This is an optimization exercise on Yosys and OpenROAD, whose aim is small area and a short achievable clock period, not a production implementation.
Only simulation tests tie the RTL to the original design; equivalence was not proved.
Power is estimated from default activity; no workload was simulated.

Setup of the reference run:
==> module pool_max_k, before the edit <==
module pool_max_k
(
    input  logic [POOL_W-1:0] a,
    input  logic [POOL_W-1:0] v,
    input  logic              neg,
    output logic [POOL_W-1:0] y,
    input  logic              k,
    input  logic [POOL_W-1:0] t,
    input  logic              kt,
    output logic [POOL_W-1:0] yk
);
    logic [POOL_W-2:0] gn, en;
    pool_max_pfx u_p (.a(a), .v(v), .gn(gn), .en(en));
    for (genvar i = 0; i < POOL_W - 1; i++) begin : g_out
        pool_max_out u_o (.a(a[i]), .v(v[i]), .neg(neg), .gn(gn[i]), .en(en[i]), .y(y[i]));
        pool_max_outk u_k (.a(a[i]), .v(v[i]), .neg(neg), .gn(gn[i]), .en(en[i]),
                           .k(k), .t(t[i]), .kt(kt), .y(yk[i]));
    end
    assign y[POOL_W-1]  = a[POOL_W-1] | (v[POOL_W-1] & ~neg);
    assign yk[POOL_W-1] = (k & y[POOL_W-1]) | (kt & t[POOL_W-1]);
endmodule
==> module pool_max_outk, before the edit <==
module pool_max_outk
(
    input  logic a,
    input  logic v,
    input  logic neg,
    input  logic gn,
    input  logic en,
    input  logic k,
    input  logic t,
    input  logic kt,
    output logic y
);
    assign y = (k & a & (neg | ~(gn & en))) | (k & v & gn & ~neg) | (kt & t);
endmodule
Settings: LEC_CHECK=0, CAP_MARGIN=20, CORE_MARGIN=2, CORE_UTILIZATION=60, CTS_CLUSTER_DIAMETER=120, CTS_CLUSTER_SIZE=30, SETUP_SLACK_MARGIN=3.2, SLEW_MARGIN=20, SYNTH_HIERARCHICAL=1; clock period 5.5 ns.
run.sh (not shown) runs the stock make flow with config.mk's settings and CLKGATE_MAP_FILE= SYNTH_SCRIPT=/design/flow/synth_recipe.tcl, a recipe that flattens the netlist after the stock synthesis.
### the reference run -> the trial run
diff --git a/flow/design.v b/flow/design.v
--- a/flow/design.v
+++ b/flow/design.v
@@ -277,14 +277,19 @@
     output logic [POOL_W-1:0] yk
 );
     logic [POOL_W-2:0] gn, en;
+    logic [POOL_W-1:0] ak, tk;
+    logic              negk;
     pool_max_pfx u_p (.a(a), .v(v), .gn(gn), .en(en));
+    assign ak   = a & {POOL_W{k}};
+    assign negk = neg | ~k;
+    assign tk   = t & {POOL_W{kt}};
     for (genvar i = 0; i < POOL_W - 1; i++) begin : g_out
         pool_max_out u_o (.a(a[i]), .v(v[i]), .neg(neg), .gn(gn[i]), .en(en[i]), .y(y[i]));
-        pool_max_outk u_k (.a(a[i]), .v(v[i]), .neg(neg), .gn(gn[i]), .en(en[i]),
-                           .k(k), .t(t[i]), .kt(kt), .y(yk[i]));
+        pool_max_outt u_k (.a(ak[i]), .v(v[i]), .neg(negk), .gn(gn[i]), .en(en[i]),
+                           .t(tk[i]), .y(yk[i]));
     end
     assign y[POOL_W-1]  = a[POOL_W-1] | (v[POOL_W-1] & ~neg);
-    assign yk[POOL_W-1] = (k & y[POOL_W-1]) | (kt & t[POOL_W-1]);
+    assign yk[POOL_W-1] = ak[POOL_W-1] | (v[POOL_W-1] & ~negk) | tk[POOL_W-1];
 endmodule
 module pool_max_bit
 (
@@ -338,17 +343,15 @@
 );
     assign y = (a & (neg | ~(gn & en))) | (v & gn & ~neg);
 endmodule
-module pool_max_outk
+module pool_max_outt
 (
     input  logic a,
     input  logic v,
     input  logic neg,
     input  logic gn,
     input  logic en,
-    input  logic k,
     input  logic t,
-    input  logic kt,
     output logic y
 );
-    assign y = (k & a & (neg | ~(gn & en))) | (k & v & gn & ~neg) | (kt & t);
+    assign y = (a & (neg | ~(gn & en))) | (v & gn & ~neg) | t;
 endmodule
Notes after the runs:
The count of clock-buffer cells in the layout number comes out lower for the trial run vs the reference run. The die width on the reference run is in line with that on the trial run. Summary — share of the final layout cell area in multi-input gates, the trial run relative to the reference run: higher, by 0.19 points. In the trial run, data arrival at the endpoint of the critical path is higher than in the reference run. Internal power summed over all cells: the reference run vs the trial run — no meaningful difference. The trial run vs the reference run — detailed route wirelength on metal2 rose 880 microns. Looking at critical path depth, the trial run sits above the reference run. Summary of the trial run over the reference run: first-iteration DRC count increased about 7.5%, clock share of power moved down, net count of the mapped netlist stayed essentially flat.


The RTL this note starts from:
==> flow/design.v <==
package cnn_pkg;
    localparam int DATA_W   = 21;
    localparam int POOL_W   = DATA_W - 1;
    localparam int MAX_W    = 256;
    localparam int DIM_W    = 9;
    localparam int LB_DEPTH = MAX_W / 2;
    localparam int LB_AW    = $clog2(LB_DEPTH);
    localparam logic [DIM_W-1:0] MAX_W_DIM = DIM_W'(MAX_W);
    typedef enum logic {
        IDLE = 1'b0,
        RUN  = 1'b1
    } state_t;
endpackage
import cnn_pkg::*;
module pool_line_buffer
(
    input  logic              clk,
    input  logic              sh,
    input  logic [POOL_W-1:0] din,
    input  logic [3:0]        fsel,
    input  logic [3:0]        dsel,
    input  logic [7:0]        csel,
    output logic [POOL_W-1:0] tap
);
    localparam int NF = 4;
    localparam int ND = 12;
    localparam int NC = 111;
    logic [POOL_W-1:0] f [NF];
    logic [POOL_W-1:0] d [ND];
    logic [POOL_W-1:0] c [NC];
    logic [POOL_W-1:0] g1, g2;
    always_comb begin
        g1 = '0;
        for (int i = 0; i < NF; i++) begin
            g1 = g1 | (f[i] & {POOL_W{fsel[i]}});
        end
        g2 = g1 & {POOL_W{dsel[0]}};
        for (int b = 1; b < 4; b++) begin
            g2 = g2 | (d[4*b-1] & {POOL_W{dsel[b]}});
        end
        tap = g2 & {POOL_W{csel[0]}};
        for (int a = 1; a < 8; a++) begin
            tap = tap | (c[16*a-2] & {POOL_W{csel[a]}});
        end
    end
    always_ff @(posedge clk) begin
        if (sh) begin
            f[0] <= din;
            for (int i = 1; i < NF; i++) begin
                f[i] <= f[i-1];
            end
            d[0] <= g1;
            for (int j = 1; j < ND; j++) begin
                d[j] <= d[j-1];
            end
            c[0] <= g2;
            for (int j = 1; j < NC; j++) begin
                c[j] <= c[j-1];
            end
        end
    end
endmodule
import cnn_pkg::*;
module relu_maxpool
(
    input  logic              clk,
    input  logic              rst,
    input  logic              clear,
    input  logic              start,
    input  logic [DIM_W-1:0]  map_width,
    input  logic [DIM_W-1:0]  map_height,
    input  logic [DATA_W-1:0] in_data,
    input  logic              in_valid,
    output logic [POOL_W-1:0] out,
    output logic              done,
    output logic              frame_done,
    output logic              busy,
    output logic              cfg_err
);
    logic               busy_q, done_q, frame_done_q, cfg_err_q;
    logic [DIM_W-1:0]   w_q, ccnt_q, rcnt_q;      
    logic               lastc_q, lastr_q, codd_q, rodd_q;
    logic [POOL_W-1:0]  a_q;                      
    logic [POOL_W-1:0]  pm_q;                     
    logic [POOL_W-1:0]  out_q;
    logic               sh_q;                     
    logic [3:0]         fsel_q, dsel_q;
    logic [7:0]         csel_q;
    logic               p1_q;
    logic               accept, pair_ev, dims_ok, cfg_ld, cfg_d;
    logic [POOL_W-1:0]  vraw, y, a_d, tap;
    logic               neg, lb_use, a_y, a_tap, a_en, lastp_q;
    logic [6:0]         sx_q;
    logic [3:0]         fsel_d, dsel_d;
    logic [7:0]         csel_d;
    always_comb begin
        vraw    = in_data[POOL_W-1:0];
        neg     = in_data[DATA_W-1];
        accept  = busy_q && in_valid;
        pair_ev = accept && codd_q;
        dims_ok = (map_width >= DIM_W'(2)) && (map_width <= MAX_W_DIM) &&
                  (map_height >= DIM_W'(2));
        lb_use  = busy_q && (rodd_q ^ lastp_q);
        a_y     = busy_q && (!codd_q || (lb_use && p1_q));
        a_tap   = codd_q && lb_use && !p1_q;
        a_en    = !busy_q || (accept && (codd_q || !lastc_q));
    end
    pool_max_k u_max (.a(a_q), .v(vraw), .neg(neg), .y(y),
                      .k(a_y), .t(tap), .kt(a_tap), .yk(a_d));
    always_comb begin
        fsel_d = '0;
        dsel_d = '0;
        csel_d = '0;
        fsel_d[sx_q[1:0]] = 1'b1;
        dsel_d[sx_q[3:2]] = 1'b1;
        csel_d[sx_q[6:4]] = 1'b1;
    end
    always_ff @(posedge clk) begin
        if (w_q[8]) begin
            sx_q <= 7'd127;
        end else if (w_q[7:1] <= 7'd17) begin
            sx_q <= w_q[7:1] - 7'd2;
        end else begin
            sx_q <= w_q[7:1] - 7'd1;
        end
        p1_q   <= (w_q[8:1] == 8'd1);
        fsel_q <= fsel_d;
        dsel_q <= dsel_d;
        csel_q <= csel_d;
    end
    always_ff @(posedge clk) begin
        if (rst || clear) begin
            busy_q       <= 1'b0;
            done_q       <= 1'b0;
            frame_done_q <= 1'b0;
            out_q        <= '0;
        end else begin
            done_q       <= pair_ev && rodd_q;
            frame_done_q <= accept && lastc_q && lastr_q;
            if (!busy_q && start) begin
                if (dims_ok) begin
                    busy_q    <= 1'b1;
                end
            end
            if (accept && lastc_q && lastr_q) begin
                busy_q <= 1'b0;
            end
            if (pair_ev && rodd_q) begin
                out_q <= y;
            end
        end
    end
    always_comb begin
        cfg_ld = !busy_q && start && !clear;
        cfg_d  = !rst && ((cfg_ld && !dims_ok) || (!cfg_ld && cfg_err_q));
    end
    always_ff @(posedge clk) begin
        cfg_err_q <= cfg_d;
    end
    always_ff @(posedge clk) begin
        if (!busy_q && start) begin
            w_q     <= map_width;
            ccnt_q  <= map_width;
            rcnt_q  <= map_height;
            lastc_q <= 1'b0;
            lastp_q <= (map_width <= DIM_W'(3));
            lastr_q <= 1'b0;
            codd_q  <= 1'b0;
            rodd_q  <= 1'b0;
        end else if (accept) begin
            if (lastc_q) begin
                ccnt_q  <= w_q;
                lastc_q <= 1'b0;
                lastp_q <= (w_q <= DIM_W'(3));
                codd_q  <= 1'b0;
                rcnt_q  <= rcnt_q - DIM_W'(1);
                lastr_q <= (rcnt_q == DIM_W'(2));
                rodd_q  <= !rodd_q;
            end else begin
                ccnt_q  <= ccnt_q - DIM_W'(1);
                lastc_q <= (ccnt_q == DIM_W'(2));
                lastp_q <= (ccnt_q <= DIM_W'(3));
                codd_q  <= !codd_q;
            end
        end
        if (a_en) begin
            a_q <= a_d;
        end
        if (codd_q) begin
            pm_q <= y;
        end
        sh_q <= pair_ev;
    end
    pool_line_buffer u_line_buf (
        .clk  (clk),
        .sh   (sh_q),
        .din  (pm_q),
        .fsel (fsel_q),
        .dsel (dsel_q),
        .csel (csel_q),
        .tap  (tap)
    );
    assign out        = out_q;
    assign done       = done_q;
    assign frame_done = frame_done_q;
    assign busy       = busy_q;
    assign cfg_err    = cfg_err_q;
endmodule
module pool_max_pfx
(
    input  logic [POOL_W-1:0] a,
    input  logic [POOL_W-1:0] v,
    output logic [POOL_W-2:0] gn,
    output logic [POOL_W-2:0] en
);
    localparam int LV = $clog2(POOL_W);    
    function automatic integer done_lv;
        input integer i;
        integer k;
        begin
            done_lv = 0;
            for (k = 0; k <= LV; k = k + 1) begin
                if (i + (1 << k) < POOL_W) done_lv = k + 1;
            end
        end
    endfunction
    logic [POOL_W-1:0] g [LV+1];
    logic [POOL_W-1:0] e [LV+1];
    logic [POOL_W-1:0] gx, ex;             
    for (genvar i = 0; i < POOL_W; i++) begin : g_bit0
        pool_max_bit u_b (.a(a[i]), .v(v[i]), .g(g[0][i]), .e(e[0][i]));
    end
    for (genvar i = 0; i < POOL_W; i++) begin : g_inv
        if (done_lv(i) < LV) begin : g_x
            pool_max_inv u_i (.a(g[done_lv(i)][i]), .y(gx[i]));
            pool_max_inv u_j (.a(e[done_lv(i)][i]), .y(ex[i]));
        end else begin : g_nx
            assign gx[i] = 1'b0;
            assign ex[i] = 1'b0;
        end
    end
    for (genvar k = 0; k < LV; k++) begin : g_lv
        for (genvar i = 0; i < POOL_W; i++) begin : g_bit
            if (i + (1 << k) < POOL_W) begin : g_comb
                if (k % 2 == 0) begin : g_t
                    pool_max_ct u_c (.gh(g[k][i+(1<<k)]), .eh(e[k][i+(1<<k)]),
                                     .gl(g[k][i]), .el(e[k][i]),
                                     .gn(g[k+1][i]), .en(e[k+1][i]));
                end else begin : g_n
                    pool_max_cn u_c (.gnh(g[k][i+(1<<k)]), .enh(e[k][i+(1<<k)]),
                                     .gnl(g[k][i]), .enl(e[k][i]),
                                     .g(g[k+1][i]), .e(e[k+1][i]));
                end
            end else if ((k + 1 - done_lv(i)) % 2 == 0) begin : g_same
                assign g[k+1][i] = g[done_lv(i)][i];
                assign e[k+1][i] = e[done_lv(i)][i];
            end else begin : g_flip
                assign g[k+1][i] = gx[i];
                assign e[k+1][i] = ex[i];
            end
        end
    end
    for (genvar i = 0; i < POOL_W - 1; i++) begin : g_out
        assign gn[i] = g[LV][i+1];
        assign en[i] = e[LV][i+1];
    end
endmodule
module pool_max_k
(
    input  logic [POOL_W-1:0] a,
    input  logic [POOL_W-1:0] v,
    input  logic              neg,
    output logic [POOL_W-1:0] y,
    input  logic              k,
    input  logic [POOL_W-1:0] t,
    input  logic              kt,
    output logic [POOL_W-1:0] yk
);
    logic [POOL_W-2:0] gn, en;
    pool_max_pfx u_p (.a(a), .v(v), .gn(gn), .en(en));
    for (genvar i = 0; i < POOL_W - 1; i++) begin : g_out
        pool_max_out u_o (.a(a[i]), .v(v[i]), .neg(neg), .gn(gn[i]), .en(en[i]), .y(y[i]));
        pool_max_outk u_k (.a(a[i]), .v(v[i]), .neg(neg), .gn(gn[i]), .en(en[i]),
                           .k(k), .t(t[i]), .kt(kt), .y(yk[i]));
    end
    assign y[POOL_W-1]  = a[POOL_W-1] | (v[POOL_W-1] & ~neg);
    assign yk[POOL_W-1] = (k & y[POOL_W-1]) | (kt & t[POOL_W-1]);
endmodule
module pool_max_bit
(
    input  logic a,
    input  logic v,
    output logic g,
    output logic e
);
    assign g = a & ~v;
    assign e = ~(a ^ v);
endmodule
module pool_max_ct
(
    input  logic gh,
    input  logic eh,
    input  logic gl,
    input  logic el,
    output logic gn,
    output logic en
);
    assign gn = ~(gh | (eh & gl));
    assign en = ~(eh & el);
endmodule
module pool_max_cn
(
    input  logic gnh,
    input  logic enh,
    input  logic gnl,
    input  logic enl,
    output logic g,
    output logic e
);
    assign g = ~(gnh & (enh | gnl));
    assign e = ~(enh | enl);
endmodule
module pool_max_inv
(
    input  logic a,
    output logic y
);
    assign y = ~a;
endmodule
module pool_max_out
(
    input  logic a,
    input  logic v,
    input  logic neg,
    input  logic gn,
    input  logic en,
    output logic y
);
    assign y = (a & (neg | ~(gn & en))) | (v & gn & ~neg);
endmodule
module pool_max_outk
(
    input  logic a,
    input  logic v,
    input  logic neg,
    input  logic gn,
    input  logic en,
    input  logic k,
    input  logic t,
    input  logic kt,
    output logic y
);
    assign y = (k & a & (neg | ~(gn & en))) | (k & v & gn & ~neg) | (kt & t);
endmodule
clock: 5.5 ns
lec_check: 0
cap_margin: 20
core_margin: 2
core_utilization: 60
cts_cluster_diameter: 120
cts_cluster_size: 30
setup_slack_margin: 3.3
slew_margin: 20
synth_hierarchical: 1
==> next run, changes <==
--- a/flow/design.v
+++ b/flow/design.v
@@ -85,6 +85,6 @@
     logic [POOL_W-1:0]  out_q;
     logic               sh_q;                     
-    logic [3:0]         fsel_q, dsel_q;
-    logic [7:0]         csel_q;
+    logic [3:0]         fsel, dsel;
+    logic [7:0]         csel;
     logic               p1_q;
     logic               accept, pair_ev, dims_ok, cfg_ld, cfg_d;
@@ -92,6 +92,4 @@
     logic               neg, lb_use, a_y, a_tap, a_en, lastp_q;
     logic [6:0]         sx_q;
-    logic [3:0]         fsel_d, dsel_d;
-    logic [7:0]         csel_d;
     always_comb begin
         vraw    = in_data[POOL_W-1:0];
@@ -109,10 +107,10 @@
                       .k(a_y), .t(tap), .kt(a_tap), .yk(a_d));
     always_comb begin
-        fsel_d = '0;
-        dsel_d = '0;
-        csel_d = '0;
-        fsel_d[sx_q[1:0]] = 1'b1;
-        dsel_d[sx_q[3:2]] = 1'b1;
-        csel_d[sx_q[6:4]] = 1'b1;
+        fsel = '0;
+        dsel = '0;
+        csel = '0;
+        fsel[sx_q[1:0]] = 1'b1;
+        dsel[sx_q[3:2]] = 1'b1;
+        csel[sx_q[6:4]] = 1'b1;
     end
     always_ff @(posedge clk) begin
@@ -125,7 +123,4 @@
         end
         p1_q   <= (w_q[8:1] == 8'd1);
-        fsel_q <= fsel_d;
-        dsel_q <= dsel_d;
-        csel_q <= csel_d;
     end
     always_ff @(posedge clk) begin
@@ -196,7 +191,7 @@
         .sh   (sh_q),
         .din  (pm_q),
-        .fsel (fsel_q),
-        .dsel (dsel_q),
-        .csel (csel_q),
+        .fsel (fsel),
+        .dsel (dsel),
+        .csel (csel),
         .tap  (tap)
     );
@@ -281,9 +276,7 @@
     for (genvar i = 0; i < POOL_W - 1; i++) begin : g_out
         pool_max_out u_o (.a(a[i]), .v(v[i]), .neg(neg), .gn(gn[i]), .en(en[i]), .y(y[i]));
-        pool_max_outk u_k (.a(a[i]), .v(v[i]), .neg(neg), .gn(gn[i]), .en(en[i]),
-                           .k(k), .t(t[i]), .kt(kt), .y(yk[i]));
     end
-    assign y[POOL_W-1]  = a[POOL_W-1] | (v[POOL_W-1] & ~neg);
-    assign yk[POOL_W-1] = (k & y[POOL_W-1]) | (kt & t[POOL_W-1]);
+    assign y[POOL_W-1] = a[POOL_W-1] | (v[POOL_W-1] & ~neg);
+    assign yk = (y & {POOL_W{k}}) | (t & {POOL_W{kt}});
 endmodule
 module pool_max_bit
@@ -339,16 +332,2 @@
     assign y = (a & (neg | ~(gn & en))) | (v & gn & ~neg);
 endmodule
-module pool_max_outk
-(
-    input  logic a,
-    input  logic v,
-    input  logic neg,
-    input  logic gn,
-    input  logic en,
-    input  logic k,
-    input  logic t,
-    input  logic kt,
-    output logic y
-);
-    assign y = (k & a & (neg | ~(gn & en))) | (k & v & gn & ~neg) | (kt & t);
-endmodule
The changed run completed without violations; combinational power came out higher by about 5.5%; utilization is higher by 0.38 points; wire length rose by 0.58%; via count is lower by about 0.9%; worst hold slack improved by 5.0 ps; worst setup slack is worse by 330 ps; clock-buffer cell count falls by 3; register-to-register slack got worse by 450 ps; non-clock buffer count increases by 13; synthesized area went down by about 0.9%; sequential power is about the same.

port drivers added, routing unchanged:
The flow's constraints put no driver on any port. The routed layouts listed below were extracted and timed again, unchanged, in two steps.
Step 1 sets driving cells, clkbuf_16 on the clock port and buf_2 on the other inputs (assumed; they add their load-dependent delay and slew).
Step 2 moves the port delays by t, midway between the first and last clock arrival at a register: inputs arrive t later, outputs are due t later. That takes back most of the time a late clock gives input paths.
Slacks: ideal ports / drivers / drivers and shift; pairs: ideal ports / drivers.
run	t (ns)	setup WS [ns]	worst setup path at the end
the reference run	0.796	3.158 / 3.084 / 2.425	input to register
the trial run	0.791	3.099 / 3.082 / 2.408	input to register
the first run of note 2	0.796	3.162 / 3.087 / 2.527	input to register
the second run of note 2	0.794	2.837 / 2.837 / 2.284	input to register
After both steps setup and hold are still met in every run listed. For the reference run, which loses most, drivers alone change the setup slack by -0.074 ns; drivers and shift together by -0.733 ns.
